Background: an optimization exercise with open tools, aiming at small area. Do not read the settings as production practice.
RTL that was checked went through simulation tests only; none was proved equivalent to the original.
Power figures rest on the tool's default switching activity, not on a simulated workload.

P:
## decode_stage
module decode_stage (
    input  logic                                 clock,
    input  logic                                 reset,
    input  logic                                 clear,
    input  logic                                 stall,
    input  logic [4*32-1:0]       instructions,
    input  logic [4*32-1:0]       pcs,
    output logic [4*5-1:0] rd,
    output logic [4*5-1:0] rs,
    output logic [4*5-1:0] rt,
    output logic [4*3-1:0]           command,
    output logic [4*6-1:0]           control_signal,
    output logic [4-1:0]             sel_imm,
    output logic [4*32-1:0]       imm,
    output logic [4*32-1:0]       target_pc,
    output logic [4*32-1:0]       out_pcs
);
Settings: LEC_CHECK=0, CAP_MARGIN=20, CORE_MARGIN=2, CORE_UTILIZATION=30, PLACE_DENSITY=0.5, SLEW_MARGIN=20; clock period 7.0 ns.
standard.sh (not shown) runs the stock make flow with config.mk's settings and CLKGATE_MAP_FILE= SYNTH_SCRIPT=/design/flow/synth_recipe.tcl, a recipe that flattens the netlist after the stock synthesis.
==> flow/flow/run.sh <==
#!/bin/bash
# Standard layout, with the smallest buffer on every port and a clock tree of small buffers.
set -euo pipefail
bash standard.sh 'BUFFER_PORTS_ARGS=-buffer_cell sky130_fd_sc_hd__buf_1' \
  'CTS_ARGS=-sink_clustering_enable -repair_clock_nets -dont_use_dummy_load -buf_list sky130_fd_sc_hd__clkbuf_4' \
  finish > make_finish.log 2>&1
P ran to completion and came out clean on the timing, design-rule and antenna checks.
For Q, these inputs were changed with respect to P:
--- a/flow/flow/run.sh
+++ b/flow/flow/run.sh
@@ -5 +5 @@
-  'CTS_ARGS=-sink_clustering_enable -repair_clock_nets -dont_use_dummy_load -buf_list sky130_fd_sc_hd__clkbuf_4' \
+  'CTS_ARGS=-sink_clustering_enable -repair_clock_nets -dont_use_dummy_load -buf_list sky130_fd_sc_hd__clkbuf_8' \
Findings:
Number of clock buffers in the layout: Q lower than P. Compared to P, the router laid down less metal wire for Q. Q did not stop at any stage, and its layout met the timing, design-rule and antenna checks. Cmp P and Q / share of final-layout standard cells stronger than drive strength 1 / lower: Q. Layout filler cell count sits lower in Q than in P.
No run of this note included a check of the RTL's function; only the layout flow was run.

* * *

## job 101
decode_stage, a different RTL version from the one above (not shown whole).
For scale: about 260 flip-flops, ~740 I/O pins, ~15000 µm² of cells after synthesis.
Settings: LEC_CHECK=0, CAP_MARGIN=0, CORE_MARGIN=2, CORE_UTILIZATION=30, PLACE_DENSITY=0.5, SLEW_MARGIN=0, SYNTH_HIERARCHICAL=1; clock period 7.0 ns.
==> flow/flow/run.sh <==
#!/bin/bash
# Standard layout, with the smallest buffer on every port and a clock tree of few, large clusters.
set -euo pipefail
bash standard.sh 'BUFFER_PORTS_ARGS=-buffer_cell sky130_fd_sc_hd__buf_1' \
  'CTS_ARGS=-sink_clustering_enable -repair_clock_nets -dont_use_dummy_load -buf_list sky130_fd_sc_hd__clkbuf_8 -sink_clustering_size 16 -sink_clustering_max_diameter 80' \
  finish > make_finish.log 2>&1
Job 101 completed end to end with timing, DRC and antenna clean.
For job 102, these inputs were changed with respect to job 101:
- SLEW_MARGIN: 0 -> 20
- CAP_MARGIN: 0 -> 20
Results
- Re length of the first detailed-routing pass in iterations: no difference whatsoever between job 101 and job 102.
- Diff job 102..job 101 | complex-gate fraction of the synthesized area | unchanged
- Between job 102 and job 101, the post-route minimum period does not differ in any meaningful way.
- Diff job 101..job 102 | adder and majority gate portion of the synthesized area | unchanged
- From job 102 to job 101, quantity of gates resized following cts did not move at all.
- Compared job 101 against job 102; data arrival time at the worst-slack endpoint within noise.
- Job 102 -> job 101: sequential share of layout area delta 0, exact match
- Re final-layout worst hold slack: no difference whatsoever between job 101 and job 102.
- Comparing job 102 against job 101, there is no change at all in instance count on the critical path.
- Reported for job 101 and job 102, clock skew turned out identical to the last digit.
No functional check of the RTL was part of any run of this note.

* * *

== the previous run ==
decode_stage, a different RTL version from the one above (not shown whole).
Size in the first run: about 1,600 cells after synthesis, about 260 flip-flops, about 740 I/O pins, about 0.016 mm2 of cells after synthesis.
export LEC_CHECK = 0
export CAP_MARGIN = 20
export CORE_MARGIN = 2
export CORE_UTILIZATION = 30
export PLACE_DENSITY = 0.5
export SLEW_MARGIN = 20
export SYNTH_HIERARCHICAL = 1
create_clock -name core_clock -period 7.0 [get_ports {clock}]
==> flow/flow/run.sh <==
#!/bin/bash
# Standard layout, with the smallest buffer on every port and a clock tree of small buffers.
set -euo pipefail
bash standard.sh 'BUFFER_PORTS_ARGS=-buffer_cell sky130_fd_sc_hd__buf_1' \
  'CTS_ARGS=-sink_clustering_enable -repair_clock_nets -dont_use_dummy_load -buf_list sky130_fd_sc_hd__clkbuf_8' \
  finish > make_finish.log 2>&1
Setup changes, the previous run to the current run
==> flow/flow/run.sh <==
#!/bin/bash
# Standard layout, with the smallest buffer on every port and a clock tree of few, large clusters.
set -euo pipefail
bash standard.sh 'BUFFER_PORTS_ARGS=-buffer_cell sky130_fd_sc_hd__buf_1' \
  'CTS_ARGS=-sink_clustering_enable -repair_clock_nets -dont_use_dummy_load -buf_list sky130_fd_sc_hd__clkbuf_16 -sink_clustering_size 24 -sink_clustering_max_diameter 120' \
  finish > make_finish.log 2>&1
Results
Layout net count: the current run vs the previous run down 1.7%
Diff the previous run -> the current run: finished layout cell area fell 510 um2; power share of the clock group fell 7.0 points; total wirelength of the detailed-routed design fell about 0.9%.
Per the comparison of the current run with the previous run, internal power summed over all cells dropped 270 uW, final critical-path required period dropped 0.062 ns, total length of routed met2 wires decreased 0.41%, total number of H-tree levels dropped 1, clock power fell about 27%.
The current run reports a lower non-clock buffer count than the previous run does.
On clock insertion delay at the later pin of the skew report: between the current run and the previous run, it ends up lower for the current run.

[re-timing with driven ports]
The flow's constraints put no driver on any port. The routed layouts listed below were extracted and timed again, unchanged, in two steps.
Step 1 sets driving cells, clkbuf_16 on the clock port and buf_2 on the other inputs (assumed; they add their load-dependent delay and slew).
Step 2 also shifts input and output timing later by t, the mid clock arrival at the registers, as if the neighbouring blocks saw the same clock.
Three values: ideal ports, drivers, drivers and shift; two values: the first two.
| run | t, ns | setup slack, ns | clock arrival spread, ns | cell pins on the clock port's net |
|---|---|---|---|---|
| P | 0.811 | 0.079 / 0.022 / 0.834 | 0.099 / 0.099 | 1 |
| Q | 0.659 | 0.264 / 0.205 / 0.865 | 0.083 / 0.083 | 1 |
| job 101 | 0.664 | 0.311 / 0.262 / 0.926 | 0.072 / 0.071 | 1 |
| job 102 | 0.664 | 0.311 / 0.262 / 0.926 | 0.072 / 0.071 | 1 |
| the previous run | 0.665 | 0.186 / 0.125 / 0.789 | 0.041 / 0.041 | 1 |
| the current run | 0.582 | 0.248 / 0.184 / 0.766 | 0.051 / 0.051 | 1 |
After both steps every run listed still meets setup and hold.
